From an optimization exercise on the open Yosys and OpenROAD flow, aimed at small area and a short achievable clock period; shortcuts taken in it are not production practice. Function was not checked in any run shown here: the RTL went through the layout flow alone. No activity file was given, so power comes from the tool's default toggle rates.

## config.mk

```make
export PLATFORM = sky130hd
export DESIGN_NAME = eth_switch_2p
export DESIGN_NICKNAME = eth_switch_2p
export VERILOG_FILES = /design/flow/design.v
export SDC_FILE = /design/flow/constraint.sdc
export NUM_CORES = 4
export LEC_CHECK = 0
export CAP_MARGIN = 20
export CORE_MARGIN = 2
export CORE_UTILIZATION = 40
export SETUP_SLACK_MARGIN = 3.8
export SLEW_MARGIN = 20
```

## constraint.sdc

```tcl
create_clock -name core_clock -period 6.5 [get_ports {clk}]
set_input_delay 1.3000 -clock core_clock [delete_from_list [all_inputs] [get_ports {clk}]]
set_output_delay 1.3000 -clock core_clock [all_outputs]
set_load 0.01 [all_outputs]
```

## design.v

```verilog
package eth_sw_pkg;
    typedef logic [31:0] eth_word_t;
    typedef struct packed {
        logic      eop;
        eth_word_t data;
    } fifo_entry_t;
    typedef enum logic [1:0] {IDLE, SEND, GAP} egress_state_e;
    typedef enum logic {PORT_A, PORT_B} port_sel_e;
    localparam eth_word_t ADDR_A_DEF        = 32'hA0A0_A0A0;
    localparam eth_word_t ADDR_B_DEF        = 32'hB0B0_B0B0;
    localparam int        FIFO_DEPTH_DEF    = 32;
    localparam int        MAX_PKT_WORDS_DEF = 16;
endpackage
module eth_pkt_fifo
#(
    parameter eth_sw_pkg::eth_word_t ADDR_A        = eth_sw_pkg::ADDR_A_DEF,
    parameter eth_sw_pkg::eth_word_t ADDR_B        = eth_sw_pkg::ADDR_B_DEF,
    parameter int        FIFO_DEPTH    = eth_sw_pkg::FIFO_DEPTH_DEF,
    parameter int        MAX_PKT_WORDS = eth_sw_pkg::MAX_PKT_WORDS_DEF
) (
    input  logic        clk,
    input  logic        rst_n,
    input  logic        in_valid,
    input  logic [31:0] in_data,
    input  logic        pop,         
    output logic [31:0] rd_data,     
    output logic        h_dest,      
    output logic        h_single,    
    output logic        pkt_avail,
    output logic        drop
);
    localparam int AW = $clog2(FIFO_DEPTH);
    localparam int WW = $clog2(MAX_PKT_WORDS + 1);
    localparam logic [AW:0]   MAX_USED = FIFO_DEPTH - MAX_PKT_WORDS;   
    localparam logic [WW-1:0] MAX_W    = MAX_PKT_WORDS;
    logic [31:0]   mem [0:FIFO_DEPTH-1];
    logic [AW:0]   wr_ptr, rd_ptr, cmt_ptr, used, wr_inc, rd_inc;
    logic [AW-1:0] hdr_ptr;
    logic [WW-1:0] wcnt;
    logic          prev_valid, storing, hdr_dest, room, avail;
    logic          sop, match_a, match_b, admit, pay_ok, pay, commit, wr_en;
    logic [5:0]    hrec;
    logic [31:0]   wdata;
    logic [FIFO_DEPTH-1:0] wr_dec, hdr_dec, rd_dec, we;
    always_comb begin
        match_a = (in_data == ADDR_A);
        match_b = (in_data == ADDR_B);
        sop     = in_valid & ~prev_valid;
        admit   = sop & (match_a | match_b) & room;
        pay_ok  = prev_valid & storing & (wcnt < MAX_W);
        pay     = in_valid & pay_ok;
        commit  = ~in_valid & prev_valid & storing;
        drop    = sop & ~admit;
        wr_en   = admit | pay;
        hrec    = {4'(wcnt - 2'd2), (wcnt == WW'(1)), hdr_dest};
        wdata   = {in_data[31:6], in_valid ? in_data[5:0] : hrec};
    end
    always_comb begin
        for (int i = 0; i < FIFO_DEPTH; i++) begin
            wr_dec[i]  = pay_ok & (wr_ptr[AW-1:0] == AW'(i));
            hdr_dec[i] = prev_valid & storing & (hdr_ptr == AW'(i));
            we[i]      = in_valid ? wr_dec[i] : hdr_dec[i];
        end
    end
    always_ff @(posedge clk) begin
        for (int i = 0; i < FIFO_DEPTH; i++) begin
            if (we[i]) mem[i] <= wdata;
        end
    end
    always_ff @(posedge clk) begin
        if (admit) begin
            hdr_ptr  <= wr_ptr[AW-1:0];
            hdr_dest <= match_b;
            wcnt     <= WW'(1);
        end else if (pay) begin
            wcnt <= wcnt + 1'b1;
        end
    end
    logic [1:0] nxt_rec;
    always_comb begin
        rd_data = '0;
        nxt_rec = '0;
        for (int i = 0; i < FIFO_DEPTH; i++) begin
            rd_data = rd_data | ({32{rd_dec[i]}} & mem[i]);
            nxt_rec = nxt_rec | ({2{rd_dec[i]}} & mem[(i + 1) % FIFO_DEPTH][1:0]);
        end
    end
    assign wr_inc = wr_ptr + 1'b1;
    assign rd_inc = rd_ptr + 1'b1;
    logic hit_cur, hit_nxt;
    assign hit_cur = (hdr_ptr == rd_ptr[AW-1:0]);
    assign hit_nxt = (hdr_ptr == rd_inc[AW-1:0]);
    always_ff @(posedge clk) begin
        if (commit && (pop ? hit_nxt : hit_cur)) begin
            h_dest   <= hdr_dest;
            h_single <= (wcnt == WW'(1));
        end else if (pop) begin
            h_dest   <= nxt_rec[0];
            h_single <= nxt_rec[1];
        end
    end
    logic le_dn, le_eq, le_up, ne_cc, ne_ci, ne_wc, ne_wi;
    assign used  = wr_ptr - rd_ptr;
    assign le_up = (used <  MAX_USED);            
    assign le_eq = (used <= MAX_USED);
    assign le_dn = (used <= MAX_USED + 1'b1);     
    assign ne_cc = (cmt_ptr != rd_ptr);
    assign ne_ci = (cmt_ptr != rd_inc);
    assign ne_wc = (wr_ptr  != rd_ptr);
    assign ne_wi = (wr_ptr  != rd_inc);
    always_ff @(posedge clk or negedge rst_n) begin
        if (!rst_n) begin
            wr_ptr     <= '0;
            rd_ptr     <= '0;
            cmt_ptr    <= '0;
            rd_dec     <= FIFO_DEPTH'(1);
            room       <= 1'b1;
            avail      <= 1'b0;
            prev_valid <= 1'b1;
            storing    <= 1'b0;
        end else begin
            prev_valid <= in_valid;
            if (wr_en) wr_ptr <= wr_inc;
            if (pop) begin
                rd_ptr <= rd_inc;
                rd_dec <= {rd_dec[FIFO_DEPTH-2:0], rd_dec[FIFO_DEPTH-1]};
            end
            if (commit) cmt_ptr <= wr_ptr;
            if (admit)       storing <= 1'b1;
            else if (commit) storing <= 1'b0;
            case ({wr_en, pop})
                2'b10:   room <= le_up;
                2'b01:   room <= le_dn;
                default: room <= le_eq;
            endcase
            case ({commit, pop})
                2'b10:   avail <= ne_wc;
                2'b11:   avail <= ne_wi;
                2'b01:   avail <= ne_ci;
                default: avail <= ne_cc;
            endcase
        end
    end
    assign pkt_avail = avail;
endmodule
module eth_switch_2p
#(
    parameter eth_sw_pkg::eth_word_t ADDR_A        = eth_sw_pkg::ADDR_A_DEF,
    parameter eth_sw_pkg::eth_word_t ADDR_B        = eth_sw_pkg::ADDR_B_DEF,
    parameter int        FIFO_DEPTH    = eth_sw_pkg::FIFO_DEPTH_DEF,
    parameter int        MAX_PKT_WORDS = eth_sw_pkg::MAX_PKT_WORDS_DEF
) (
    input  logic        clk,
    input  logic        rst_n,
    input  logic        Ain,
    input  logic [31:0] inDataA,
    input  logic        Bin,
    input  logic [31:0] inDataB,
    output logic        Aout,
    output logic [31:0] outDataA,
    output logic        Bout,
    output logic [31:0] outDataB,
    output logic [15:0] drop_cnt_a,
    output logic [15:0] drop_cnt_b
);
    logic [1:0]       pop, pkt_avail, drop, h_dest, h_single, busy;
    logic [1:0][31:0] rd_data;
    logic [1:0][31:0] port_addr;
    logic [1:0][1:0]  cand;
    logic [1:0]       contend, gnt_v, gnt, grant, idle, last;
    logic [1:0]       send_q, gap_q;    
    logic [1:0][3:0]  rem_q;
    logic [1:0]       sel_q;
    logic [1:0]       rr_q;
    logic [1:0]       out_v;
    logic [1:0][31:0] out_d;
    logic [1:0][15:0] dcnt;
    assign port_addr[0] = ADDR_A;
    assign port_addr[1] = ADDR_B;
    for (genvar f = 0; f < 2; f++) begin : g_ing
        eth_pkt_fifo #(
            .ADDR_A(ADDR_A), .ADDR_B(ADDR_B),
            .FIFO_DEPTH(FIFO_DEPTH), .MAX_PKT_WORDS(MAX_PKT_WORDS)
        ) u_fifo (
            .clk(clk), .rst_n(rst_n),
            .in_valid((f == 0) ? Ain : Bin),
            .in_data((f == 0) ? inDataA : inDataB),
            .pop(pop[f]),
            .rd_data(rd_data[f]), .h_dest(h_dest[f]), .h_single(h_single[f]),
            .pkt_avail(pkt_avail[f]), .drop(drop[f])
        );
    end
    always_comb begin
        for (int f = 0; f < 2; f++) begin
            busy[f] = (send_q[0] & (sel_q[0] == f[0])) | (send_q[1] & (sel_q[1] == f[0]));
        end
        for (int p = 0; p < 2; p++) begin
            idle[p] = ~send_q[p] & ~gap_q[p];
            for (int f = 0; f < 2; f++) begin
                cand[p][f] = pkt_avail[f] & ~busy[f] & (h_dest[f] == p[0]);
            end
            contend[p] = &cand[p];
            gnt_v[p]   = |cand[p];
            gnt[p]     = contend[p] ? rr_q[p] : ~cand[p][0];
            grant[p]   = idle[p] & gnt_v[p];
            last[p]    = idle[p] ? h_single[gnt[p]] : (rem_q[p] == 4'd0);
        end
        for (int f = 0; f < 2; f++) begin
            pop[f] = busy[f] | (grant[0] & (gnt[0] == f[0])) | (grant[1] & (gnt[1] == f[0]));
        end
    end
    always_ff @(posedge clk or negedge rst_n) begin
        if (!rst_n) begin
            send_q <= '0;
            gap_q  <= '0;
            sel_q  <= '0;
            rr_q   <= '0;
        end else begin
            for (int p = 0; p < 2; p++) begin
                send_q[p] <= (grant[p] | send_q[p]) & ~last[p];
                gap_q[p]  <= (grant[p] | send_q[p]) & last[p];
                if (grant[p]) sel_q[p] <= gnt[p];
                if (idle[p] && contend[p]) rr_q[p] <= ~rr_q[p];
            end
        end
    end
    always_ff @(posedge clk) begin
        for (int p = 0; p < 2; p++) begin
            if (grant[p])       rem_q[p] <= rd_data[gnt[p]][5:2];
            else if (send_q[p]) rem_q[p] <= rem_q[p] - 1'b1;
        end
    end
    logic [1:0][15:0] dcnt_inc;
    logic [1:0]       dcnt_full;
    always_comb begin
        for (int p = 0; p < 2; p++) begin
            dcnt_full[p] = &dcnt[p];
            for (int i = 0; i < 16; i++) begin
                dcnt_inc[p][i] = dcnt[p][i] ^ ((dcnt[p] & ((16'd1 << i) - 16'd1)) == ((16'd1 << i) - 16'd1));
            end
        end
    end
    always_ff @(posedge clk or negedge rst_n) begin
        if (!rst_n) begin
            out_v <= '0;
            out_d <= '0;
            dcnt  <= '0;
        end else begin
            for (int p = 0; p < 2; p++) begin
                out_v[p] <= grant[p] | send_q[p];
                out_d[p] <= grant[p] ? port_addr[p] : (send_q[p] ? rd_data[sel_q[p]] : '0);
                if (drop[p] && !dcnt_full[p]) dcnt[p] <= dcnt_inc[p];
            end
        end
    end
    assign Aout       = out_v[0];
    assign outDataA   = out_d[0];
    assign Bout       = out_v[1];
    assign outDataB   = out_d[1];
    assign drop_cnt_a = dcnt[0];
    assign drop_cnt_b = dcnt[1];
endmodule
```

## run.sh

```bash
#!/bin/bash
# synth_recipe.tcl (not shown) runs the flow's synth.tcl, then flattens the netlist and writes it again
# the make line also repeats each setting of config.mk as NAME=value (left out here)
make -C /OpenROAD-flow-scripts/flow DESIGN_CONFIG=/design/flow/config.mk WORK_HOME=/design/flow/orfs CLKGATE_MAP_FILE= SYNTH_SCRIPT=/design/flow/synth_recipe.tcl finish
```

==> flow_summary.ini, run 1 <==
[cells_and_area]
fill_cells = 17250
regArea_sq_um = 67980
drive_above_1_share = 0.2517
nets = 5803
area_growth_pct = 24.48
fin_area_sq_um = 107000
multi_input_area_sq_um = 19250

[timing]
hold_viol = 0
maxSlewHeadroom = 0.2911
finalCritPeriodShare = 0.4935
worstMarginPinSlew_ns = 1.041
grt_setup_unrepaired = yes
finalSetupViolations = 0
skew_ns = 0.07290
final.min_clock_period_ns = 3.208
slew_violations = 0
fin_tns_setup_ns = 0
fmax_mhz = 311.7

[synth]
ys.flop_type = edfxtp_1
synth_top_area_share = 0.7237
synthesis.nets = 5125
synthTopCellsByArea = edfxtp_1 72%, a22oi_1 6.2%, dfrtp_1 6.1%
yosysMostFrequentCell = edfxtp_1
ys_ff_latch = 2296
syn_area_per_cell_sq_um = 17.16
synth_common_cells = 2072 x edfxtp_1, 706 x a22oi_1, 260 x clkbuf_1
synthCells = 5009
synth_edf_count = 2072
syn-cell-area_sq_um = 85980
yosys.area.top_type = edfxtp_1
synth.distinct_cells = 77
synth_warnings = 3
ys_seq_area_frac = 0.7884
ys_async_sr_fraction = 0.09321

[floorplanning]
floorplan.die_area_sq_um = 218700
fp.dieH_um = 467.6
core-area_sq_um = 214200
std_cell_rows = 170
ios = 166
start_util = 0.4014
dieWidth_um = 467.6

[global_route]
grt_start_max_net_pins = 112
gr-total-overflow = 0
grt_antenna_before_repair = 14
grt_pass1_vias = 54330
grt_pass1_wl_um = 451600
grt_use_total = 0.3004

[worst_setup_path]
r2r_cells = 6
startpoint = inDataB[11]
r2r-start = g_ing[1].u_fifo.rd_dec[10]$_DFFE_PN0N_
cp.arrival_ns = 4.00
rrSetupSlack_ns = 3.72
worstSetupPathType = in -> reg
cp-endpoint = g_ing[1].u_fifo.room$_DFF_PN1_
required_ns = 7.29
reg2reg_to = g_ing[1].u_fifo.h_dest$_DFFE_PP_
critPathMaxFanout = 3
crit_path_start_kind = input port
end_kind = register

[cts]
cts_buffer_depth = 3
cts_sinks = 2296
clk_pin_slew_ns = 0.06
htreeDepth = 4
clock_latency_ns = 0.90
cts_buffers = 224
cts_tree = built
ctsHoldBuffers = 0
cts_root_buffer = clkbuf_16

[routing]
ant_nets = 0
wl_per_cell_um = 38.83
drt_iter0_drc = 9648
viasPerCell = 6.612
first_pass_iters = 12
drc = 0
num_vias = 57630
wl_um = 338400

[placement]
port-buffer-count = 165
hpwl_um = 169800
gp_congestion = 0.8638
placed_cell_area_sq_um = 92980

[power_and_ir_drop]
ir_worst_vdd_mv = 0.2953
power_leakage_nw = 36.29
p_per_area_nw_per_um2 = 317.5

[min_path]
hold_class = in -> async

[status]
outcome = finished clean

[run]
maxCapViolations = 0
[per-stage QoR]
step	hold WS, ns	total power [mW]	instances	setup slack [ns]	util
after floorplan	0.4487	18.77	5009	2.701	-
after global placement	0.4673	20.07	7892	1.253	0.4337
after detailed placement	0.4664	20.11	7896	1.249	0.4341
after CTS	0.2998	33.66	8592	3.326	0.4918
after global routing	0.3341	34.79	8711	3.260	0.4996
final	0.3339	33.98	8716	3.292	0.4997
[cells in the final DEF, fill, tap and decap left out, drive strengths merged, types with 22 or more instances in the layout]
cell	netlist	final
clkbuf	260	285
nor2	77	77
inv	38	46
o22ai	47	47
nand4	179	179
xor2	34	34
a211oi	42	42
a22o	210	222
bufbuf	0	37
nand2b	23	23
a22oi	707	707
dfrtp	208	208
edfxtp	2072	2072
nand3	106	106
nor3	60	60
or4	42	42
ha	46	46
bufinv	0	23
clkinv	2	94
o21ai	75	75
xnor2	64	64
a221oi	197	197
buf	68	683
a21oi	22	22
nand2	220	220
mux2	41	41
[worst max-delay path, cell delays in order]
cell and delay (ns):
buf_8 0.10, buf_12 0.12, nor4b_4 0.46, buf_4 0.21
nand4_1 0.16, a2111oi_4 0.31, buf_4 0.21, or2_4 0.18
ha_4 0.23, o2111ai_4 0.19, o22ai_2 0.09, a221oi_2 0.21
o21ai_1 0.10, o311a_1 0.12
[area by class of cell]
class,instances,area share
Tap cell,2838,0.03318
Clock buffer,272,0.05492
Multi-Input combinational cell,2361,0.1799
Timing Repair inverter,1,0.0001052
Inverter,40,0.001754
Sequential cell,2296,0.6352
Antenna cell,10,0.0002338
Clock inverter,135,0.01375
Timing Repair Buffer,763,0.08098
[state kept, by name, summed over array words and instances, names as in the netlist, 8 cells and up]
register              count
g_ing.u_fifo.mem       2048
g_ing.u_fifo.rd_dec      64
out_d                    64
dcnt                     32
g_ing.u_fifo.cmt_ptr     12
g_ing.u_fifo.rd_ptr      12
g_ing.u_fifo.wr_ptr      12
g_ing.u_fifo.hdr_ptr     10
g_ing.u_fifo.wcnt        10
rem_q                     8
[worst min path at each step]
stage	start	to	slack, ns	depth (start not counted)
after floorplan	g_ing[0].u_fifo.wr_ptr[3]$_DFFE_PN0N_	g_ing[0].u_fifo.hdr_ptr[3]$_DFFE_PP_	0.45	0
after global placement	g_ing[1].u_fifo.storing$_DFFE_PN0P_	g_ing[1].u_fifo.storing$_DFFE_PN0P_	0.47	1
after global routing	rst_n	dcnt[19]$_DFFE_PN0P_	0.33	1
after detailed placement	g_ing[1].u_fifo.storing$_DFFE_PN0P_	g_ing[1].u_fifo.storing$_DFFE_PN0P_	0.47	1
final	rst_n	dcnt[19]$_DFFE_PN0P_	0.33	1
after CTS	rst_n	dcnt[19]$_DFFE_PN0P_	0.30	1
[routing by layer]
metal,vias up,GRT usage,wire (um)
met3,1080,0.07888,45810
met1,29440,0.3914,118500
li1,22140,-,-
met2,4970,0.4561,150700
met5,-,0,43
met4,6,0.1710,23350
[kinds of logic (layout without fill, tap and decap cells)]
logic type | count (synthesis) | count (layout) | share of synthesized area
adders and majority gates | 48 | 48 | 0.007160
and+or+nand+nor | 794 | 794 | 0.04898
AOI/OAI and AO/OA | 1348 | 1364 | 0.1214
other | 0 | 10 | 0
xor gates and xnor gates | 98 | 98 | 0.009983
DFF | 2296 | 2296 | 0.7884
muxes | 57 | 57 | 0.007407
buffers and inverters | 368 | 1211 | 0.01666
[power breakdown]
group	switching [mW]	total, mW	internal (mW)
logic	2.38	4.12	1.74
registers	0.286	16.7	16.4
clock network	5.78	13.1	7.36
[repair_timing]
action / 4_1_cts / 5_1_grt
resized for setup: 1012 / 146
pin swaps: 80 / 62
gates cloned: 53 / 7
endpoints found under the setup margin: 2472 / 1101
setup buffers: 236 / 107
==> inputs of run 2 (changes only) <==
--- a/design.v
+++ b/design.v
@@ -91,12 +91,10 @@
     assign hit_cur = (hdr_ptr == rd_ptr[AW-1:0]);
     assign hit_nxt = (hdr_ptr == rd_inc[AW-1:0]);
-    always_ff @(posedge clk) begin
-        if (commit && (pop ? hit_nxt : hit_cur)) begin
-            h_dest   <= hdr_dest;
-            h_single <= (wcnt == WW'(1));
-        end else if (pop) begin
-            h_dest   <= nxt_rec[0];
-            h_single <= nxt_rec[1];
-        end
+    logic [1:0] h_stay, h_move, h_new;
+    assign h_new  = {(wcnt == WW'(1)), hdr_dest};
+    assign h_stay = (commit & hit_cur) ? h_new : {h_single, h_dest};
+    assign h_move = (commit & hit_nxt) ? h_new : nxt_rec;
+    always_ff @(posedge clk) begin
+        {h_single, h_dest} <= pop ? h_move : h_stay;
     end
     logic le_dn, le_eq, le_up, ne_cc, ne_ci, ne_wc, ne_wi;
--- a/config.mk
+++ b/config.mk
@@ -11,2 +11,3 @@
 export SETUP_SLACK_MARGIN = 3.8
 export SLEW_MARGIN = 20
+export TNS_END_PERCENT = 10
==> flow_summary.ini, run 2 <==
[timing]
final.min_clock_period_ns = 3.352
fin_tns_setup_ns = 0
maxSlewHeadroom = 0.2709
skew_ns = 0.05623
finalCritPeriodShare = 0.5156
grt_setup_unrepaired = yes
finalSetupViolations = 0
fmax_mhz = 298.4
hold_viol = 0
worstMarginPinSlew_ns = 1.071
slew_violations = 0

[cells_and_area]
largest_reg_flops = 2048
fin_cells = 8614
reg_top3 = g_ing.u_fifo.mem: 2048 flops, g_ing.u_fifo.rd_dec: 64 flops, out_d: 64 flops
drive_above_1_share = 0.1858
layout_common_cells = 2072 x edfxtp_1, 699 x a22oi_1, 306 x nand2_1
area_growth_pct = 21.68
final_common_cell = edfxtp_1
nets = 5691
top_register = g_ing.u_fifo.mem

[run]
maxCapViolations = 0

[synth]
synth_top_area_share = 0.7241
yosysMostFrequentCell = edfxtp_1
syn_area_per_cell_sq_um = 16.91
ys.flop_type = edfxtp_1
yosys.area.top_type = edfxtp_1
synth_common_cells = 2072 x edfxtp_1, 706 x a22oi_1, 308 x nand2_1
synthTopCellsByArea = edfxtp_1 72%, a22oi_1 6.2%, dfrtp_1 6.1%
ys_async_sr_fraction = 0.09321
syn-cell-area_sq_um = 85920
ys_ff_latch = 2296
synth_edf_count = 2072
synthCells = 5082
synth.distinct_cells = 68
synthesis.nets = 5198
synth_warnings = 3
ys_seq_area_frac = 0.7889

[worst_setup_path]
worstSetupPathType = in -> reg
cp-endpoint = g_ing[1].u_fifo.room$_DFF_PN1_
cp_slowest_cell = nor4b_4
crit_path_start_kind = input port
critPathMaxStageDelay_ns = 0.58
r2r-start = g_ing[1].u_fifo.rd_dec[26]$_DFFE_PN0P_
required_ns = 7.27
cp.arrival_ns = 4.12
startpoint = inDataB[9]
end_kind = register
r2r_cells = 9
rrSetupSlack_ns = 3.36
path_cells = buf_8, buf_12, nor4b_4, nand4_1, a2111oi_4, buf_6, or2_4, ha_4, o2111ai_4, o22ai_1, a221oi_1, o21ai_1, o311a_1
reg2reg_to = out_d[55]$_DFF_PN0_
critPathMaxFanout = 3

[routing]
num_vias = 56610
wl_um = 325500
ant_nets = 0
viasPerCell = 6.572
first_pass_iters = 6
wl_per_cell_um = 37.78
drc = 0
drt_iter0_drc = 10030

[cts]
cts_buffer_depth = 3
clock_latency_ns = 0.86
htreeDepth = 4
cts_root_buffer = clkbuf_16
clk_pin_slew_ns = 0.06
cts_tree = built
cts_sinks = 2296
cts_buffers = 221

[floorplanning]
std_cell_rows = 170
core-area_sq_um = 214000
start_util = 0.4015
floorplan.die_area_sq_um = 218500
fp.dieH_um = 467.5
ios = 166
dieWidth_um = 467.5

[global_route]
gr-total-overflow = 0
grt_pass1_vias = 53500
grt_antenna_before_repair = 16
grt_use_total = 0.2896
grt_pass1_wl_um = 438500
grt_start_max_net_pins = 83

[placement]
dp_cells = 8024
port-buffer-count = 165
gp_congestion = 0.8867
hpwl_um = 180700

[min_path]
hold_class = in -> async

[power_and_ir_drop]
ir_worst_vdd_mv = 0.3084
power_leakage_nw = 34.65
p_per_area_nw_per_um2 = 322.9

[status]
outcome = finished clean
[run 2: timing repair]
item,CTS,global route
cloned,19,11
hold buffers,0,0
gates resized for setup,303,208
pin swaps,48,34
buffers inserted,73,63
endpoints found under the setup margin,2371,2128
[run 2: kinds of logic after synthesis]
family	count (synthesis)	synth area share
flip-flops	2296	0.7889
XOR/XNOR	101	0.01030
AO/OA/AOI/OAI	1349	0.1205
buffers and inverters	376	0.01688
multiplexers	31	0.003844
AND/OR/NAND/NOR	881	0.05250
adder cells (fa/ha/maj)	48	0.007164
[run 2: report_power, final]
part | switching [mW] | internal, mW | leakage [nW]
registers | 0.286 | 16.4 | 21.4
clock network | 5.77 | 7.71 | 3.67
logic | 2.19 | 1.38 | 9.59
[run 2: worst max-delay path: cells and delay by family]
| kind | cells | cell delay, ns |
|---|---|---|
| AND/OR/NAND/NOR | 3 | 1.01 |
| adder cells (fa/ha/maj) | 1 | 0.22 |
| AO/OA/AOI/OAI | 6 | 1.19 |
| buffers and inverters | 3 | 0.40 |
[run 2: how the worst min path moves through the flow]
stage                                               from                                    to  slack, ns  depth (start not counted)
floorplan           g_ing[0].u_fifo.wcnt[4]$_SDFFE_PP0P_  g_ing[0].u_fifo.wcnt[4]$_SDFFE_PP0P_       0.45                          2
global placement     g_ing[1].u_fifo.storing$_DFFE_PN0P_   g_ing[1].u_fifo.storing$_DFFE_PN0P_       0.46                          1
detailed placement                   dcnt[3]$_DFFE_PN0P_                   dcnt[3]$_DFFE_PN0P_       0.48                          1
CTS                                                rst_n                   out_d[28]$_DFF_PN0_       0.45                          1
global route                                       rst_n                   out_d[28]$_DFF_PN0_       0.48                          1
finish                                             rst_n                   out_d[28]$_DFF_PN0_       0.44                          1
[run 2: area by class of cell]
| class | instances | area, sq um |
|---|---|---|
| clock buffer | 255 | 5713 |
| tap | 2838 | 3551 |
| multi-input combinational | 2410 | 18320 |
| inverter | 39 | 146.4 |
| clock inverter | 158 | 1847 |
| antenna | 11 | 27.53 |
| sequential | 2296 | 67920 |
| timing repair buffer | 607 | 7034 |
| fill | 17670 | 109400 |
[run 2: stage by stage]
stage | utilization | total power [mW] | instance area, sq um | hold WS [ns] | setup WS (ns)
3_5_place_dp | 0.4358 | 20.10 | 93250 | 0.4837 | 1.263
3_3_place_gp | 0.4354 | 20.07 | 93160 | 0.4638 | 1.139
5_1_grt | 0.4886 | 34.65 | 104500 | 0.4759 | 3.035
4_1_cts | 0.4813 | 33.53 | 103000 | 0.4458 | 3.320
2_1_floorplan | - | 18.63 | 86470 | 0.4478 | 2.737
6_report | 0.4886 | 33.76 | 104600 | 0.4443 | 3.148
[run 2: layer usage]
metal / track usage / wire [um] / vias to the layer above
met3: 0.07867 / 43990 / 897
met1: 0.3793 / 116600 / 29110
met2: 0.4485 / 147300 / 4702
met4: 0.1365 / 17430 / 18
met5: 0 / 118 / -
li1: - / - / 21880
==> inputs of run 3 (changes only) <==
--- a/config.mk
+++ b/config.mk
@@ -9,4 +9,6 @@
 export CORE_MARGIN = 2
 export CORE_UTILIZATION = 40
+export CTS_CLUSTER_DIAMETER = 100
+export CTS_CLUSTER_SIZE = 30
 export SETUP_SLACK_MARGIN = 3.8
 export SLEW_MARGIN = 20
==> flow_summary.ini, run 3 <==
[synth]
synth.distinct_cells = 68
yosys.area.top_type = edfxtp_1
synthesis.nets = 5198
synthCells = 5082
ys.flop_type = edfxtp_1
syn-cell-area_sq_um = 85920
ys_ff_latch = 2296
synth_warnings = 3
synthTopCellsByArea = edfxtp_1 72%, a22oi_1 6.2%, dfrtp_1 6.1%
yosysMostFrequentCell = edfxtp_1
synth_edf_count = 2072
synth_common_cells = 2072 x edfxtp_1, 706 x a22oi_1, 308 x nand2_1
ys_async_sr_fraction = 0.09321
synth_top_area_share = 0.7241
ys_seq_area_frac = 0.7889
syn_area_per_cell_sq_um = 16.91

[routing]
drt_iter0_drc = 9634
num_vias = 55430
ant_nets = 0
wl_um = 321700
viasPerCell = 6.622
first_pass_iters = 9
drc = 0
wl_per_cell_um = 38.43

[timing]
final.min_clock_period_ns = 3.491
maxSlewHeadroom = 0.1859
finalSetupViolations = 0
worstMarginPinSlew_ns = 1.214
slew_violations = 0
hold_viol = 0
finalCritPeriodShare = 0.5371
fmax_mhz = 286.4
fin_tns_setup_ns = 0
skew_ns = 0.07387
grt_setup_unrepaired = yes

[cells_and_area]
final_common_cell = edfxtp_1
fin_cells = 8371
area_growth_pct = 16.69
top_register = g_ing.u_fifo.mem
largest_reg_flops = 2048
nets = 5574
drive_above_1_share = 0.1605
reg_top3 = g_ing.u_fifo.mem: 2048 flops, g_ing.u_fifo.rd_dec: 64 flops, out_d: 64 flops
layout_common_cells = 2072 x edfxtp_1, 696 x a22oi_1, 306 x nand2_1

[cts]
clock_latency_ns = 0.84
cts_root_buffer = clkbuf_16
clk_pin_slew_ns = 0.11
cts_tree = built
htreeDepth = 3
cts_buffer_depth = 3
cts_sinks = 2296
cts_buffers = 92

[power_and_ir_drop]
ir_worst_vdd_mv = 0.2827
pwr-share-clk = 0.272
switchingPower_mw = 7.295
power_leakage_nw = 32.48
p_int_mw = 20.86
p_per_area_nw_per_um2 = 280.8
comb_power_share = 0.135
power_frac_seq = 0.593
p_sw_frac = 0.2591

[global_route]
grt_pass1_vias = 51970
grt_pass1_wl_um = 432400
grt_use_total = 0.2860
grt_start_max_net_pins = 83
gr-total-overflow = 0
grt_antenna_before_repair = 17

[floorplanning]
fp.dieH_um = 467.5
ios = 166
core-area_sq_um = 214000
dieWidth_um = 467.5
std_cell_rows = 170
floorplan.die_area_sq_um = 218500
start_util = 0.4015

[placement]
dp_cells = 8024
gp_congestion = 0.8867
hpwl_um = 180700
port-buffer-count = 165

[worst_setup_path]
reg2reg_to = out_d[39]$_DFF_PN0_
rrSetupSlack_ns = 3.16
r2r-start = g_ing[1].u_fifo.rd_dec[3]$_DFFE_PN0P_
required_ns = 7.07
worstSetupPathType = in -> reg
r2r_cells = 8
cp.arrival_ns = 4.06
critPathMaxFanout = 2
end_kind = register
crit_path_start_kind = input port

[status]
outcome = finished clean

[min_path]
hold_class = in -> async

[run]
maxCapViolations = 0
==> run 3: worst max path at each step <==
stage | start | to | cells past startpoint
after floorplan | inDataB[4] | g_ing[1].u_fifo.room$_DFF_PN1_ | 11
after global placement | inDataA[29] | g_ing[0].u_fifo.room$_DFF_PN1_ | 13
after detailed placement | inDataA[29] | g_ing[0].u_fifo.room$_DFF_PN1_ | 13
after CTS | inDataA[14] | g_ing[0].u_fifo.room$_DFF_PN1_ | 16
after global routing | inDataB[1] | g_ing[1].u_fifo.room$_DFF_PN1_ | 13
final | inDataB[9] | g_ing[1].u_fifo.hdr_dest$_DFFE_PP_ | 14
==> run 3: cell type report <==
class                           count  area (sq um)
Multi-Input combinational cell   2411         18400
Tap cell                         2838          3551
Sequential cell                  2296         67920
Clock inverter                     25         415.4
Clock buffer                      132          2519
Timing Repair Buffer              618          7281
Antenna cell                       12         30.03
Inverter                           39         150.1
Fill cell                       18070        113700
==> run 3: timing repair <==
action                     4_1_cts  5_1_grt
setup endpoints to repair     2371     1891
cloned                          22       13
setup buffers                   76       67
gates resized for setup        319      217
hold buffers                     0        0
pin swaps                       58       36
==> run 3: kinds of logic (layout without fill, tap and decap cells) <==
| logic type | after synthesis | count (layout) | synth area share |
|---|---|---|---|
| AOI/OAI and AO/OA | 1349 | 1350 | 0.1205 |
| muxes | 31 | 31 | 0.003844 |
| and+or+nand+nor | 881 | 881 | 0.05250 |
| buffers and inverters | 376 | 814 | 0.01688 |
| xor gates and xnor gates | 101 | 101 | 0.01030 |
| adders and majority gates | 48 | 48 | 0.007164 |
| DFF | 2296 | 2296 | 0.7889 |
| other | 0 | 12 | 0 |
==> run 3: stage by stage <==
stage | hold WS [ns] | utilization | power, mW | instance area, sq um | setup slack [ns]
global route | 0.4813 | 0.4685 | 28.90 | 100300 | 3.061
floorplan | 0.4478 | - | 18.63 | 86470 | 2.737
finish | 0.4379 | 0.4686 | 28.16 | 100300 | 3.009
CTS | 0.4619 | 0.4606 | 27.62 | 98550 | 3.291
global placement | 0.4638 | 0.4354 | 20.07 | 93160 | 1.139
detailed placement | 0.4837 | 0.4358 | 20.10 | 93250 | 1.263
==> run 3: critical path: stages <==
cell and delay, ns:
buf_8 0.10, buf_12 0.12, nor4b_4 0.61, nand4_1 0.30
buf_4 0.23, buf_4 0.12, buf_4 0.12, buf_4 0.12
buf_4 0.13, buf_4 0.12, buf_4 0.12, buf_4 0.12
buf_4 0.13, nor3_2 0.41
==> run 3: power by group through the flow <==
stage	sequential (mW)	combinational [mW]	clock [mW]
after CTS	16.7	3.28	7.63
final	16.7	3.81	7.65
after global routing	16.7	4.07	8.09
after detailed placement	17.0	3.07	0
after floorplan	17.0	1.66	0
after global placement	17.0	3.04	0
==> run 3: metal layers <==
layer / vias to the layer above / routed length [um] / track usage
met2: 4454 / 146500 / 0.4475
met3: 745 / 41940 / 0.06885
met5: - / 139 / 0
li1: 21480 / - / -
met1: 28740 / 116500 / 0.3810
met4: 16 / 16620 / 0.1237
==> inputs of run 4 (changes only) <==
--- a/config.mk
+++ b/config.mk
@@ -8,7 +8,7 @@
 export CAP_MARGIN = 20
 export CORE_MARGIN = 2
-export CORE_UTILIZATION = 40
-export CTS_CLUSTER_DIAMETER = 100
-export CTS_CLUSTER_SIZE = 30
+export CORE_UTILIZATION = 55
+export CTS_CLUSTER_DIAMETER = 80
+export CTS_CLUSTER_SIZE = 24
 export SETUP_SLACK_MARGIN = 3.8
 export SLEW_MARGIN = 20
==> flow_summary.ini, run 4 <==
[status]
outcome = finished clean

[synth]
synth_fa_ha_area_frac = 0.007164
yosysMostFrequentCell = edfxtp_1
synth_common_cells = 2072 x edfxtp_1, 706 x a22oi_1, 308 x nand2_1
synthesis.nets = 5198
synth_top_family_by_area = compound AO/OA/AOI/OAI gates
yosys.area.top_type = edfxtp_1
ys_ff_latch = 2296
synth.distinct_cells = 68
synth_warnings = 3
synthCells = 5082
synth_simple_gate_area_frac = 0.05250
synthTopCellsByArea = edfxtp_1 72%, a22oi_1 6.2%, dfrtp_1 6.1%
ys.flop_type = edfxtp_1
synth_top_area_share = 0.7241
synth_compound_area_frac = 0.1205
synth_mux_area_frac = 0.003844
ys_async_sr_fraction = 0.09321
ys_seq_area_frac = 0.7889
syn-cell-area_sq_um = 85920
synthXorXnorAreaFrac = 0.01030
synth_edf_count = 2072
syn_area_per_cell_sq_um = 16.91

[routing]
ant_nets = 0
num_vias = 54840
wl_per_cell_um = 40.96
wl_um = 313900
drc = 0
viasPerCell = 7.156
drt_iter0_drc = 9046
first_pass_iters = 6

[cells_and_area]
layout_common_cells = 2072 x edfxtp_1, 702 x a22oi_1, 335 x buf_4
largest_reg_flops = 2048
reg_top3 = g_ing.u_fifo.mem: 2048 flops, g_ing.u_fifo.rd_dec: 64 flops, out_d: 64 flops
nets = 5621
drive_above_1_share = 0.1788
area_growth_pct = 15.74
final_common_cell = edfxtp_1
top_register = g_ing.u_fifo.mem

[timing]
maxSlewHeadroom = 0.3320
final.min_clock_period_ns = 3.162
holdWs_ns = 0.4872
worstMarginPinSlew_ns = 0.9944
fin_tns_setup_ns = 0
hold_viol = 0
skew_ns = 0.03571
slew_violations = 0
finalCritPeriodShare = 0.4864
finalSetupViolations = 0
grt_setup_unrepaired = yes
fmax_mhz = 316.3

[floorplanning]
dieWidth_um = 399.3
core-area_sq_um = 155700
fp.dieH_um = 399.3
start_util = 0.5520
ios = 166
floorplan.die_area_sq_um = 159400
std_cell_rows = 145

[worst_setup_path]
worstSetupPathType = in -> reg
rrSetupSlack_ns = 3.49
cp.arrival_ns = 3.87
critPathMaxFanout = 3
crit_path_start_kind = input port
required_ns = 7.20
end_kind = register

[run]
maxCapViolations = 0

[power_and_ir_drop]
ir_worst_vdd_mv = 0.2699
power_leakage_nw = 32.90
p_per_area_nw_per_um2 = 290.3

[cts]
cts_root_buffer = clkbuf_16
htreeDepth = 3
ctsHoldBuffers = 0
clk_pin_slew_ns = 0.09
cts_buffer_depth = 3
cts_tree = built
cts_buffers = 115
clock_latency_ns = 0.79
cts_sinks = 2296

[global_route]
grt_pass1_wl_um = 423700
grt_use_total = 0.3896
grt_antenna_before_repair = 3
gr-total-overflow = 0
grt_start_max_net_pins = 115
grt_pass1_vias = 51340

[min_path]
hold_class = in -> async

[placement]
gp_congestion = 0.9144
hpwl_um = 176800
port-buffer-count = 165
run 4: cell counts after synthesis:
Identical to the previous run, type by type.
run 4: stage by stage:
step	std cells	setup slack (ns)	power [mW]	utilization	cell area, sq um
2_1_floorplan	5082	2.737	18.63	-	86470
3_3_place_gp	7212	0.3967	20.15	0.5903	91890
3_5_place_dp	7216	1.241	20.18	0.5908	91970
4_1_cts	7571	3.402	28.71	0.6306	98160
5_1_grt	7658	3.338	29.58	0.6388	99440
6_report	7664	3.338	28.88	0.6389	99450
run 4: logic make-up after synthesis:
family | count (synthesis)
xor gates and xnor gates | 101
and+or+nand+nor | 881
adders and majority gates | 48
AOI/OAI and AO/OA | 1349
DFF | 2296
buffers and inverters | 376
muxes | 31
run 4: layout make-up:
cell class / count / area [sq um]
Tap cell: 2058 / 2575
Sequential cell: 2296 / 67950
Antenna cell: 6 / 15.01
Clock inverter: 38 / 387.9
Inverter: 39 / 163.9
Timing Repair Buffer: 643 / 6778
Clock buffer: 174 / 3187
Fill cell: 11060 / 56210
Multi-Input combinational cell: 2410 / 18390
run 4: path summary, 6_finish.rpt:
kind,start,endpoint,cells past startpoint
hold / removal,rst_n,g_ing[0].u_fifo.rd_dec[13]$_DFFE_PN0P_,1
hold reg to reg,dcnt[28]$_DFFE_PN0P_,dcnt[28]$_DFFE_PN0P_,1
setup / recovery,inDataB[7],g_ing[1].u_fifo.room$_DFF_PN1_,14
min in group core_clock,dcnt[28]$_DFFE_PN0P_,dcnt[28]$_DFFE_PN0P_,1
max in group asynchronous,rst_n,g_ing[1].u_fifo.rd_dec[28]$_DFFE_PN0P_,2
setup reg to reg,g_ing[1].u_fifo.rd_dec[30]$_DFFE_PN0P_,g_ing[1].u_fifo.h_single$_DFFE_PP_,6
run 4: metal layers:
metal	routed length (um)	up-vias	GRT usage
met5	13	-	0
met4	20950	2	0.2017
met3	36900	894	0.08556
met2	146100	4145	0.6219
met1	109900	28180	0.5059
li1	-	21620	-
run 4: power breakdown:
group | internal [mW] | total, mW | switching (mW)
Clock | 3.56 | 8.35 | 4.79
Combinational | 1.44 | 3.84 | 2.40
Sequential | 16.4 | 16.7 | 0.285
Total | 21.4 | 28.9 | 7.47
run 4: repair_timing:
item                                    in CTS  in global routing
buffers inserted                           124                 85
endpoints found under the setup margin    2381               1772
resized for setup                          489                197
cloned                                      19                  2
pin swaps                                   64                 29
run 4: worst max-delay path, stage by stage:
cell       delay (ns)
buf_6            0.12
buf_12           0.11
nor4bb_4         0.34
buf_4            0.23
nand4_1          0.17
a2111oi_4        0.26
buf_6            0.15
or2_4            0.17
ha_4             0.23
o2111ai_4        0.19
o22ai_2          0.11
a221oi_2         0.25
o21ai_1          0.10
o311a_1          0.13
==> inputs of run 5 (changes only) <==
==> flow/run.sh (new file) <==
#!/bin/bash
# The standard layout (the standard.sh, all steps), with two changes:
#  - port buffers of a plain buffer cell instead of the flow's default pick;
#  - clock tree synthesis without dummy loads.
set -euo pipefail
bash standard.sh \
  "BUFFER_PORTS_ARGS=-buffer_cell sky130_fd_sc_hd__buf_4" \
  "CTS_ARGS=-sink_clustering_enable -repair_clock_nets -dont_use_dummy_load" \
  finish > make_finish.log 2>&1
==> standard.sh (new file) <==
#!/bin/bash
# synth_recipe.tcl (not shown) runs the flow's synth.tcl, then flattens the netlist and writes it again
# the make line also repeats each setting of config.mk as NAME=value (left out here)
make -C /OpenROAD-flow-scripts/flow DESIGN_CONFIG=/design/flow/config.mk WORK_HOME=/design/flow/orfs CLKGATE_MAP_FILE= SYNTH_SCRIPT=/design/flow/synth_recipe.tcl "${@:-finish}"
--- a/config.mk
+++ b/config.mk
@@ -8,7 +8,5 @@
 export CAP_MARGIN = 20
 export CORE_MARGIN = 2
-export CORE_UTILIZATION = 55
-export CTS_CLUSTER_DIAMETER = 80
-export CTS_CLUSTER_SIZE = 24
+export CORE_UTILIZATION = 40
 export SETUP_SLACK_MARGIN = 3.8
 export SLEW_MARGIN = 20
removed: run.sh
==> flow_summary.ini, run 5 <==
[status]
outcome = finished clean

[cells_and_area]
largest_reg_flops = 2048
drive_above_1_share = 0.2015
final_common_cell = edfxtp_1
fill_cells = 17970
nets = 5695
top_register = g_ing.u_fifo.mem
reg_top3 = g_ing.u_fifo.mem: 2048 flops, g_ing.u_fifo.rd_dec: 64 flops, out_d: 64 flops
area_growth_pct = 19.37
layout_common_cells = 2072 x edfxtp_1, 701 x a22oi_1, 401 x buf_4
final_util = 0.4793

[timing]
finalSetupViolations = 0
fmax_mhz = 318.8
finalCritPeriodShare = 0.4826
grt_setup_unrepaired = yes
hold_viol = 0
worst_slack_ns = 3.363
fin_tns_setup_ns = 0
worstMarginPinSlew_ns = 1.016
slew_violations = 0
final.min_clock_period_ns = 3.137
skew_ns = 0.1047
maxSlewHeadroom = 0.3084

[synth]
yosys.area.top_type = edfxtp_1
synthCells = 5082
ys_async_sr_fraction = 0.09321
synth_warnings = 3
synthTopCellsByArea = edfxtp_1 72%, a22oi_1 6.2%, dfrtp_1 6.1%
synth.distinct_cells = 68
synth_edf_count = 2072
syn_area_per_cell_sq_um = 16.91
yosysMostFrequentCell = edfxtp_1
synthesis.nets = 5198
synth_top_area_share = 0.7241
synth_common_cells = 2072 x edfxtp_1, 706 x a22oi_1, 308 x nand2_1
ys_ff_latch = 2296
ys.flop_type = edfxtp_1
ys_seq_area_frac = 0.7889
syn-cell-area_sq_um = 85920

[global_route]
grt_pass1_vias = 53370
grt_use_total = 0.2930
grt_antenna_before_repair = 12
grt_start_max_net_pins = 120
grt_pass1_wl_um = 441600
gr-total-overflow = 0

[placement]
pre_cts_slack_ns = 1.726
hpwl_um = 182700
gp_congestion = 0.8834
port-buffer-count = 165

[worst_setup_path]
worst-path-buf-inv = 3
worstSetupPathType = in -> reg
critical-path-top-delay-family = compound AO/OA/AOI/OAI gates
cp_slowest_cell = a2111oi_4
crit_path_start_kind = input port
path_cells = buf_12, nor4b_4, nand4_1, a2111oi_4, or2_4, ha_4, nand2b_4, o2111ai_4, buf_6, inv_1, a22oi_1, o21ai_1, o311a_1
required_ns = 7.29
end_kind = register
critPathMaxStageDelay_ns = 0.56
critPathMaxFanout = 33
cp.arrival_ns = 3.92

[power_and_ir_drop]
power_leakage_nw = 33.99
p_total_mw = 31.29
switchingPower_mw = 7.588
comb_power_share = 0.111
ir_worst_vdd_mv = 0.2879
power_frac_seq = 0.535
p_int_mw = 23.70
p_sw_frac = 0.2426
pwr-share-clk = 0.354
p_per_area_nw_per_um2 = 305.0

[routing]
wl_um = 328500
viasPerCell = 6.710
first_pass_iters = 7
wl_per_cell_um = 39.01
ant_nets = 0
drc = 0
num_vias = 56500
drt_iter0_drc = 9282

[cts]
clock_latency_ns = 0.91
clk_pin_slew_ns = 0.06
cts_tree = built
cts_buffers = 224
ctsHoldBuffers = 0
cts_root_buffer = clkbuf_16
cts_sinks = 2296
htreeDepth = 4
cts_buffer_depth = 3

[floorplanning]
dieWidth_um = 467.5
floorplan.die_area_sq_um = 218500
start_util = 0.4015
core-area_sq_um = 214000
fp.dieH_um = 467.5
std_cell_rows = 170
ios = 166

[run]
maxCapViolations = 0

[min_path]
hold_class = in -> async
==> run 5: cell counts after synthesis <==
Identical to the previous run, type by type.
==> run 5: through the flow <==
stage / std cells / instance area (sq um) / hold slack, ns
after global placement: 7957 / 92220 / 0.4627
after detailed placement: 7960 / 92290 / 0.4673
after CTS: 8321 / 100700 / 0.3158
after global routing: 8416 / 102600 / 0.3508
final: 8421 / 102600 / 0.3327
after floorplan: 5082 / 86470 / 0.4478
==> run 5: worst reg2reg max path: stages, from the launching register on <==
cell and delay [ns]:
dfrtp_4 0.66, buf_4 0.35, a221oi_1 0.73, nand4_1 0.34, nor3_4 0.52, nand2_1 0.11, o21ai_0 0.08, o21ai_0 0.13
==> run 5: area by class of cell <==
cell class	instances	area, sq um	share of cell area
Sequential cell	2296	67920	0.6622
Antenna cell	6	15.01	0.0001464
Inverter	39	148.9	0.001452
Multi-Input combinational cell	2410	18510	0.1805
Tap cell	2838	3551	0.03462
Clock buffer	224	5605	0.05465
Timing Repair Buffer	608	6813	0.06642
==> run 5: worst paths after layout <==
path,start,depth (start not counted),end,slack [ns]
setup / recovery,inDataB[8],13,g_ing[1].u_fifo.room$_DFF_PN1_,3.36
hold / removal,rst_n,1,out_d[4]$_DFF_PN0_,0.33
min in group core_clock,g_ing[1].u_fifo.storing$_DFFE_PN0P_,1,g_ing[1].u_fifo.storing$_DFFE_PN0P_,0.48
hold reg to reg,g_ing[1].u_fifo.storing$_DFFE_PN0P_,1,g_ing[1].u_fifo.storing$_DFFE_PN0P_,0.48
max in group asynchronous,rst_n,2,g_ing[1].u_fifo.rd_dec[25]$_DFFE_PN0P_,4.89
setup reg to reg,g_ing[1].u_fifo.rd_dec[17]$_DFFE_PN0P_,7,out_d[21]$_DFF_PN0_,3.40
==> run 5: per-layer routing <==
layer	global-route usage	part of all wire
met5	0	0.000027
met4	0.1558	0.062
met2	0.4531	0.45
met1	0.3776	0.35
met3	0.07908	0.14
==> run 5: what timing repair did <==
action | in CTS | in global routing
setup buffers | 118 | 90
gates resized for setup | 232 | 208
pin swaps | 81 | 45
hold endpoints to repair | 0 | 0
setup endpoints to repair | 2331 | 1625
cloned | 19 | 4
==> run 5: kinds of logic (layout without fill, tap and decap cells) <==
| group | after synthesis | count (layout) | share of synthesized area |
|---|---|---|---|
| DFF | 2296 | 2296 | 0.7889 |
| AOI/OAI and AO/OA | 1349 | 1349 | 0.1205 |
| and+or+nand+nor | 881 | 881 | 0.05250 |
| buffers and inverters | 376 | 871 | 0.01688 |
| xor gates and xnor gates | 101 | 101 | 0.01030 |
| adders and majority gates | 48 | 48 | 0.007164 |
| muxes | 31 | 31 | 0.003844 |
| other | 0 | 6 | 0 |
==> run 5: power by group through the flow <==
stage               clock, mW  sequential, mW  combinational (mW)
floorplan                   0            17.0                1.66
global placement            0            17.1                2.82
detailed placement          0            17.1                2.85
CTS                      11.1            16.7                3.38
global route             11.6            16.8                3.72
finish                   11.1            16.7                3.49
==> inputs of run 6 (changes only) <==
--- a/design.v
+++ b/design.v
@@ -39,5 +39,5 @@
     logic [WW-1:0] wcnt;
     logic          prev_valid, storing, hdr_dest, room, avail;
-    logic          sop, match_a, match_b, admit, pay_ok, pay, commit, wr_en;
+    logic          sop, match_a, match_b, is_b, admit, pay_ok, pay, commit, wr_en;
     logic [5:0]    hrec;
     logic [31:0]   wdata;
@@ -46,4 +46,5 @@
         match_a = (in_data == ADDR_A);
         match_b = (in_data == ADDR_B);
+        is_b    = |((in_data ^ ADDR_A) & (ADDR_A ^ ADDR_B));
         sop     = in_valid & ~prev_valid;
         admit   = sop & (match_a | match_b) & room;
@@ -71,5 +72,5 @@
         if (admit) begin
             hdr_ptr  <= wr_ptr[AW-1:0];
-            hdr_dest <= match_b;
+            hdr_dest <= is_b;
             wcnt     <= WW'(1);
         end else if (pay) begin
@@ -98,7 +99,6 @@
         {h_single, h_dest} <= pop ? h_move : h_stay;
     end
-    logic le_dn, le_eq, le_up, ne_cc, ne_ci, ne_wc, ne_wi;
+    logic le_dn, le_eq, ne_cc, ne_ci, ne_wc, ne_wi;
     assign used  = wr_ptr - rd_ptr;
-    assign le_up = (used <  MAX_USED);            
     assign le_eq = (used <= MAX_USED);
     assign le_dn = (used <= MAX_USED + 1'b1);     
@@ -127,9 +127,5 @@
             if (admit)       storing <= 1'b1;
             else if (commit) storing <= 1'b0;
-            case ({wr_en, pop})
-                2'b10:   room <= le_up;
-                2'b01:   room <= le_dn;
-                default: room <= le_eq;
-            endcase
+            room <= pop ? le_dn : le_eq;
             case ({commit, pop})
                 2'b10:   avail <= ne_wc;
==> flow/run.sh (replaced) <==
#!/bin/bash
# The standard layout (the standard.sh, all steps), with two changes:
#  - port buffers of a plain buffer cell instead of the flow's default pick;
#  - clock tree synthesis without dummy loads and with larger sink clusters.
set -euo pipefail
bash standard.sh \
  "BUFFER_PORTS_ARGS=-buffer_cell sky130_fd_sc_hd__buf_4" \
  "CTS_ARGS=-sink_clustering_enable -repair_clock_nets -dont_use_dummy_load -sink_clustering_size 24 -sink_clustering_max_diameter 80" \
  finish > make_finish.log 2>&1
==> flow_summary.ini, run 6 <==
[global_route]
gr-total-overflow = 0
grt_start_max_net_pins = 127
grt_use_total = 0.2713
grt_antenna_before_repair = 9
grt_pass1_wl_um = 412300
grt_pass1_vias = 50300

[timing]
skew_ns = 0.1165
finalSetupViolations = 0
slew_violations = 0
fin_tns_setup_ns = 0
grt_setup_unrepaired = yes
holdWs_ns = 0.4546
maxSlewHeadroom = 0.2048
fmax_mhz = 306.0
finalCritPeriodShare = 0.5027
final.min_clock_period_ns = 3.268
worstMarginPinSlew_ns = 1.183
hold_viol = 0

[cells_and_area]
fin_area_sq_um = 95720
nets = 5317
reg_top3 = g_ing.u_fifo.mem: 2048 flops, g_ing.u_fifo.rd_dec: 64 flops, out_d: 64 flops
final_common_cell = edfxtp_1
top_register = g_ing.u_fifo.mem
drive_above_1_share = 0.1505
area_growth_pct = 11.69
largest_reg_flops = 2048
layout_common_cells = 2072 x edfxtp_1, 1057 x a22oi_1, 382 x buf_4

[floorplanning]
std_cell_rows = 169
dieWidth_um = 466.9
ios = 166
fp.dieH_um = 466.9
core-area_sq_um = 212500
start_util = 0.4033
floorplan.die_area_sq_um = 218000

[routing]
wl_um = 303200
ant_nets = 0
first_pass_iters = 6
wl_per_cell_um = 37.77
drc = 0
drt_iter0_drc = 8760
viasPerCell = 6.625
num_vias = 53170

[placement]
placed_cell_area_sq_um = 91640
gp_congestion = 0.8736
hpwl_um = 167600
port-buffer-count = 165

[synth]
synthCells = 4994
yosysMostFrequentCell = edfxtp_1
ys.flop_type = edfxtp_1
yosys.area.top_type = edfxtp_1
synth_common_cells = 2072 x edfxtp_1, 1057 x a22oi_1, 291 x clkbuf_1
syn_area_per_cell_sq_um = 17.16
ys_async_sr_fraction = 0.09321
ys_ff_latch = 2296
synthesis.nets = 5106
synth_top_area_share = 0.7260
synth_warnings = 3
ys_seq_area_frac = 0.7909
synth_edf_count = 2072
syn-cell-area_sq_um = 85700
synthTopCellsByArea = edfxtp_1 73%, a22oi_1 9.3%, dfrtp_1 6.1%
synth.distinct_cells = 75

[status]
outcome = finished clean

[power_and_ir_drop]
p_per_area_nw_per_um2 = 288.0
ir_worst_vdd_mv = 0.2540
power_leakage_nw = 31.02
p_total_mw = 27.57

[worst_setup_path]
critPathMaxStageDelay_ns = 0.69
r2r_cells = 4
r2r-start = g_ing[0].u_fifo.hdr_ptr[2]$_DFFE_PP_
cp_slowest_cell = edfxtp_1
critPathMaxFanout = 23
worstSetupPathType = reg -> reg
required_ns = 6.93
rrSetupSlack_ns = 3.23
path_cells = nor2b_1, nand3_2, o22ai_4, buf_4
crit_path_start_kind = register
reg2reg_to = g_ing[0].u_fifo.mem[23][24]$_DFFE_PP_
end_kind = register
cp.arrival_ns = 3.70

[cts]
cts_buffers = 118
ctsHoldBuffers = 0
cts_sinks = 2296
clk_pin_slew_ns = 0.10
clock_latency_ns = 0.84
cts_root_buffer = clkbuf_16
cts_buffer_depth = 3
cts_tree = built
htreeDepth = 3

[min_path]
hold_class = in -> async

[run]
maxCapViolations = 0
==> run 6: cell count changes in the layout (fill, tap and decap cells not counted), moves of 41 or more <==
cell | previous run | this run
nand3_1 | 103 | 26
buf_6 | 69 | 10
a221oi_1 | 183 | 17
nand4_1 | 183 | 288
nand2_1 | 301 | 243
a22oi_1 | 701 | 1057
o21ai_0 | 67 | 23
clkbuf_16 | 228 | 118
o211a_1 | 2 | 43
buf_12 | 62 | 17
a22o_1 | 197 | 16
==> run 6: per-layer routing <==
metal	track usage	share of wire
met1	0.3626	0.37
met2	0.4383	0.47
met3	0.05140	0.12
met4	0.1070	0.047
met5	0	0.00010
==> run 6: cell type report <==
class	count	area (sq um)
timing repair buffer	419	3551
fill	18210	116800
multi-input combinational	2337	17690
clock buffer	118	2953
antenna	2	5.005
sequential	2296	67870
inverter	33	123.9
tap	2821	3530
==> run 6: kinds of logic after synthesis <==
group | share of synthesized area
muxes | 0.007796
AOI/OAI and AO/OA | 0.1168
adders and majority gates | 0.006599
buffers and inverters | 0.01645
xor gates and xnor gates | 0.01063
and+or+nand+nor | 0.05076
DFF | 0.7909
==> run 6: how the worst max path moves through the flow <==
stage | startpoint | endpoint | depth (start not counted)
2_1_floorplan | Bin | g_ing[1].u_fifo.mem[10][0]$_DFFE_PP_ | 4
3_3_place_gp | Bin | g_ing[1].u_fifo.mem[9][1]$_DFFE_PP_ | 7
3_5_place_dp | Bin | g_ing[1].u_fifo.mem[13][25]$_DFFE_PP_ | 7
4_1_cts | Ain | g_ing[0].u_fifo.mem[18][3]$_DFFE_PP_ | 6
5_1_grt | g_ing[0].u_fifo.hdr_ptr[2]$_DFFE_PP_ | g_ing[0].u_fifo.mem[23][24]$_DFFE_PP_ | 4
6_report | g_ing[0].u_fifo.hdr_ptr[2]$_DFFE_PP_ | g_ing[0].u_fifo.mem[23][24]$_DFFE_PP_ | 4
==> run 6: stage by stage <==
step	std cells	util	setup WS, ns
global route	8024	0.4504	3.211
CTS	7984	0.4480	3.109
detailed placement	7822	0.4312	1.986
global placement	7818	0.4307	1.997
floorplan	4994	-	3.380
finish	8026	0.4504	3.232
==> run 6: repair_timing <==
item                                    4_1_cts  5_1_grt
resized for setup                            26       27
pin swaps                                    23       10
gates cloned                                  3        0
endpoints found under the setup margin     2172     1840
setup buffers                                41       39
==> run 6: worst max-delay path: cells and delay by family, from the launching register on <==
| family | cells | cell delay (ns) |
|---|---|---|
| simple gates | 2 | 0.92 |
| flops | 1 | 0.69 |
| compound gates | 1 | 0.60 |
| buf+inv | 1 | 0.60 |
==> run 6: where the power goes <==
part           switching [mW]  total (mW)  internal [mW]
registers               0.291        16.7           16.4
logic                    1.96        3.15           1.19
clock network            4.50        7.71           3.21
total                    6.75        27.6           20.8
==> inputs of run 7 (changes only) <==
--- a/config.mk
+++ b/config.mk
@@ -8,5 +8,5 @@
 export CAP_MARGIN = 20
 export CORE_MARGIN = 2
-export CORE_UTILIZATION = 40
+export CORE_UTILIZATION = 55
 export SETUP_SLACK_MARGIN = 3.8
 export SLEW_MARGIN = 20
==> flow_summary.ini, run 7 <==
[floorplanning]
std_cell_rows = 144
core-area_sq_um = 154400
ios = 166
fp.dieH_um = 398.7
floorplan.die_area_sq_um = 159000
start_util = 0.5550
dieWidth_um = 398.7

[placement]
gp_congestion = 0.9050
port-buffer-count = 165
hpwl_um = 169800
pre_cts_slack_ns = 1.907
placed_cell_area_sq_um = 90580
dp_cells = 7031

[worst_setup_path]
critPathMaxFanout = 22
end_kind = register
r2r_cells = 3
worst-path-buf-inv = 3
crit_path_start_kind = input port
required_ns = 6.90
critPathMaxStageDelay_ns = 0.66
rrSetupSlack_ns = 3.29
path_cells = buf_4, nand4b_1, buf_4, nor2_2, nand2_1, o22ai_4, buf_4
cp_slowest_cell = o22ai_4
worstSetupPathDepth = 7
r2r-start = g_ing[1].u_fifo.wr_ptr[3]$_DFFE_PN0P_
critical-path-top-delay-family = buffers and inverters
cp-endpoint = g_ing[0].u_fifo.mem[20][18]$_DFFE_PP_
crit_top_cell = buf_4
cp.arrival_ns = 3.68
startpoint = Ain
worstSetupPathType = in -> reg
reg2reg_to = g_ing[1].u_fifo.mem[24][25]$_DFFE_PP_

[synth]
ys_async_sr_fraction = 0.09321
synthTopCellsByArea = edfxtp_1 73%, a22oi_1 9.3%, dfrtp_1 6.1%
syn_area_per_cell_sq_um = 17.16
ys_seq_area_frac = 0.7909
synth_top_area_share = 0.7260
synth_edf_count = 2072
ys.flop_type = edfxtp_1
synth_warnings = 3
ys_ff_latch = 2296
syn-cell-area_sq_um = 85700
synth_common_cells = 2072 x edfxtp_1, 1057 x a22oi_1, 291 x clkbuf_1
yosys.area.top_type = edfxtp_1
synth.distinct_cells = 75
synthesis.nets = 5106
synthCells = 4994
yosysMostFrequentCell = edfxtp_1

[global_route]
grt_start_max_net_pins = 112
gr-total-overflow = 0
grt_antenna_before_repair = 17
grt_pass1_wl_um = 410100
grt_pass1_vias = 50420
grt_use_total = 0.3765

[power_and_ir_drop]
p_total_mw = 27.48
ir_worst_vdd_mv = 0.2647
power_leakage_nw = 30.98
p_per_area_nw_per_um2 = 290.1

[cells_and_area]
multi_input_area_sq_um = 17700
final_util = 0.6136
regArea_sq_um = 67880
top_register = g_ing.u_fifo.mem
layout_common_cells = 2072 x edfxtp_1, 1057 x a22oi_1, 362 x buf_4
fin_area_sq_um = 94740
drive_above_1_share = 0.1481
final_common_cell = edfxtp_1
largest_reg_flops = 2048
fill_cells = 11170
nets = 5305
area_growth_pct = 10.55
fin_cells = 7238
reg_top3 = g_ing.u_fifo.mem: 2048 flops, g_ing.u_fifo.rd_dec: 64 flops, out_d: 64 flops

[timing]
fmax_mhz = 305.0
worstMarginPinSlew_ns = 1.189
hold_viol = 0
holdWs_ns = 0.4862
worst_slack_ns = 3.221
final.min_clock_period_ns = 3.279
finalSetupViolations = 0
skew_ns = 0.06272
finalCritPeriodShare = 0.5044
maxSlewHeadroom = 0.2000
slew_violations = 0
fin_tns_setup_ns = 0
grt_setup_unrepaired = yes

[cts]
cts_sinks = 2296
cts_root_buffer = clkbuf_16
htreeDepth = 3
cts_tree = built
clock_latency_ns = 0.78
clk_pin_slew_ns = 0.08
cts_buffers = 114
cts_buffer_depth = 3

[routing]
wl_per_cell_um = 41.61
wl_um = 301200
drt_iter0_drc = 7953
num_vias = 53200
drc = 0
first_pass_iters = 6
ant_nets = 0
viasPerCell = 7.350

[min_path]
hp-start = g_ing[1].u_fifo.storing$_DFFE_PN0P_
hold_class = reg -> reg

[run]
maxCapViolations = 0

[status]
outcome = finished clean
==> run 7: cell counts after synthesis <==
No cell type changed its count.
==> run 7: power by group <==
part / internal, mW / switching [mW] / total [mW]
Combinational: 1.18 / 1.97 / 3.15
Sequential: 16.4 / 0.402 / 16.8
Clock: 3.11 / 4.40 / 7.51
==> run 7: how the worst min path moves through the flow <==
stage	to	slack, ns	cells after the start
finish	g_ing[1].u_fifo.storing$_DFFE_PN0P_	0.49	1
global route	dcnt[19]$_DFFE_PN0P_	0.51	1
CTS	g_ing[1].u_fifo.storing$_DFFE_PN0P_	0.50	1
detailed placement	g_ing[1].u_fifo.storing$_DFFE_PN0P_	0.48	1
global placement	g_ing[1].u_fifo.storing$_DFFE_PN0P_	0.47	1
floorplan	g_ing[0].u_fifo.hdr_ptr[2]$_DFFE_PP_	0.45	0
==> run 7: metal layers <==
layer,global-route usage,wire [um],vias to the layer above
met5,0,49,-
met4,0.1733,17800,10
met3,0.06988,33150,921
met2,0.6146,144100,3914
met1,0.4939,106100,27580
li1,-,-,20770
==> run 7: layout make-up <==
class / instances / share of cell area
inverter: 33 / 0.001307
antenna: 3 / 0.00007924
tap: 2044 / 0.02699
multi-input combinational: 2337 / 0.1868
sequential: 2296 / 0.7164
clock buffer: 114 / 0.03011
timing repair buffer: 411 / 0.03827
==> run 7: repair_timing <==
action / in CTS / in global routing
pin swaps: 20 / 11
endpoints found under the setup margin: 2005 / 1850
endpoints found under the hold margin: 0 / 0
buffers inserted: 42 / 46
hold buffers: 0 / 0
gates cloned: 2 / 0
gates resized for setup: 41 / 34
==> run 7: cells by family (layout without fill, tap and decap cells) <==
logic type	after synthesis	in the layout	synth area share
flip-flops	2296	2296	0.7909
AND/OR/NAND/NOR	801	802	0.05076
AO/OA/AOI/OAI	1325	1326	0.1168
buffers and inverters	363	558	0.01645
multiplexers	61	61	0.007796
other	0	3	0
adder cells (fa/ha/maj)	44	44	0.006599
XOR/XNOR	104	104	0.01063
==> inputs of run 8 (changes only) <==
--- a/config.mk
+++ b/config.mk
@@ -11,3 +11,3 @@
 export SETUP_SLACK_MARGIN = 3.8
 export SLEW_MARGIN = 20
-export TNS_END_PERCENT = 10
+export TNS_END_PERCENT = 30
==> flow_summary.ini, run 8 <==
[power_and_ir_drop]
comb_power_share = 0.111
p_sw_frac = 0.2460
pwr-share-clk = 0.274
switchingPower_mw = 6.734
p_per_area_nw_per_um2 = 285.8
power_leakage_nw = 31.42
power_frac_seq = 0.614
ir_worst_vdd_mv = 0.2370
p_int_mw = 20.64

[global_route]
grt_antenna_before_repair = 10
grt_use_total = 0.3773
grt_start_max_net_pins = 113
grt_pass1_wl_um = 411300

[synth]
synth_top_area_share = 0.7260
synth_warnings = 3
synth_common_cells = 2072 x edfxtp_1, 1057 x a22oi_1, 291 x clkbuf_1
ys.flop_type = edfxtp_1
yosys.area.top_type = edfxtp_1
synth.distinct_cells = 75
ys_seq_area_frac = 0.7909
ys_async_sr_fraction = 0.09321
yosysMostFrequentCell = edfxtp_1
synthTopCellsByArea = edfxtp_1 73%, a22oi_1 9.3%, dfrtp_1 6.1%
ys_ff_latch = 2296
synth_edf_count = 2072
syn_area_per_cell_sq_um = 17.16

[cts]
clock_latency_ns = 0.78
cts_tree = built
cts_sinks = 2296
cts_buffers = 113
cts_buffer_depth = 3
htreeDepth = 3

[floorplanning]
start_util = 0.5550
std_cell_rows = 144
floorplan.die_area_sq_um = 159000

[worst_setup_path]
crit_path_start_kind = input port
cp.arrival_ns = 3.51
cp_slowest_cell = a32o_2
critPathMaxFanout = 16
path_cells = buf_4, or2_2, nor3_4, a32o_2
r2r_cells = 4
end_kind = register
required_ns = 6.90
worstSetupPathType = in -> reg

[routing]
drt_iter0_drc = 8657
num_vias = 53540
viasPerCell = 7.340
first_pass_iters = 10
ant_nets = 0

[timing]
skew_ns = 0.06238
hold_viol = 0
slew_violations = 0
fin_tns_setup_ns = 0
finalSetupViolations = 0
maxSlewHeadroom = 0.2294
finalCritPeriodShare = 0.4793
grt_setup_unrepaired = yes
fmax_mhz = 321.0
final.min_clock_period_ns = 3.116

[placement]
dp_cells = 7029
port-buffer-count = 165
hpwl_um = 165600

[status]
outcome = finished clean

[cells_and_area]
top_register = g_ing.u_fifo.mem
layout_common_cells = 2072 x edfxtp_1, 1056 x a22oi_1, 377 x buf_4
area_growth_pct = 11.80
final_common_cell = edfxtp_1
nets = 5362
largest_reg_flops = 2048
reg_top3 = g_ing.u_fifo.mem: 2048 flops, g_ing.u_fifo.rd_dec: 64 flops, out_d: 64 flops

[run]
maxCapViolations = 0
==> run 8: cell counts after synthesis <==
No cell type changed its count.
==> run 8: cell families after synthesis <==
group           after synthesis  synth area share
flops                      2296            0.7909
xor+xnor                    104           0.01063
buf+inv                     363           0.01645
compound gates             1325            0.1168
simple gates                801           0.05076
fa+ha+maj                    44          0.006599
mux                          61          0.007796
==> run 8: final cells by class <==
class / count / area (sq um) / area share
flip-flops and latches: 2296 / 67890 / 0.7086
multi-input cells: 2343 / 18060 / 0.1885
repair buffers: 463 / 4347 / 0.04537
clock buffers: 113 / 2828 / 0.02951
well taps: 2044 / 2557 / 0.02669
inverters: 33 / 123.9 / 0.001293
diodes: 3 / 7.507 / 0.00007836
==> run 8: worst paths after layout <==
| check | from | endpoint | slack, ns |
|---|---|---|---|
| max in group asynchronous | rst_n | g_ing[0].u_fifo.rd_dec[1]$_DFFE_PN0N_ | 4.88 |
| min reg2reg | dcnt[9]$_DFFE_PN0P_ | dcnt[9]$_DFFE_PN0P_ | 0.49 |
| max | Ain | g_ing[0].u_fifo.mem[13][17]$_DFFE_PP_ | 3.38 |
| min | rst_n | g_ing[0].u_fifo.rd_dec[14]$_DFFE_PN0N_ | 0.46 |
| min in group core_clock | dcnt[9]$_DFFE_PN0P_ | dcnt[9]$_DFFE_PN0P_ | 0.49 |
| max reg2reg | g_ing[0].u_fifo.prev_valid$_DFF_PN1_ | g_ing[0].u_fifo.mem[13][17]$_DFFE_PP_ | 3.49 |
==> run 8: repair_timing <==
action	4_1_cts	5_1_grt
endpoints found under the setup margin	2063	1704
hold buffers	0	0
gates resized for setup	78	87
pin swaps	37	25
gates cloned	5	5
buffers inserted	74	66
==> run 8: per-stage QoR <==
stage	hold slack [ns]	area, sq um	setup WS, ns	utilization	total power, mW
after CTS	0.4372	94660	3.365	0.6131	27.34
after global placement	0.4598	90440	0.8631	0.5857	19.88
final	0.4564	95810	3.384	0.6205	27.38
after global routing	0.4748	95800	3.440	0.6205	28.10
after detailed placement	0.4647	90580	2.156	0.5866	19.92
after floorplan	0.4487	86580	3.381	-	18.70
==> run 8: power groups by stage <==
| stage | Combinational [mW] | Sequential (mW) | Clock [mW] |
|---|---|---|---|
| finish | 3.05 | 16.8 | 7.51 |
| CTS | 3.02 | 16.8 | 7.51 |
| floorplan | 1.72 | 17.0 | 0 |
| global route | 3.30 | 16.8 | 7.95 |
| global placement | 2.72 | 17.2 | 0 |
| detailed placement | 2.75 | 17.2 | 0 |
==> run 8: critical path: cells and delay by family <==
family          cells  cell delay, ns
compound gates      1            0.92
simple gates        2            1.08
buf+inv             1            0.20
==> run 8: metal layers <==
metal / track usage / share of wire / up-vias
met3: 0.06796 / 0.11 / 886
met5: 0 / 0.00016 / -
met1: 0.4925 / 0.35 / 27740
met4: 0.1754 / 0.065 / 8
met2: 0.6194 / 0.48 / 3998
li1: - / - / 20910

Check on run 8: ideal ports give 3.384 ns setup slack; a clkbuf_16 on the clock port and buf_2 on the inputs give 3.433 ns; moving port delays by the midpoint clock arrival (0.835 ns) as well gives 2.598 ns.
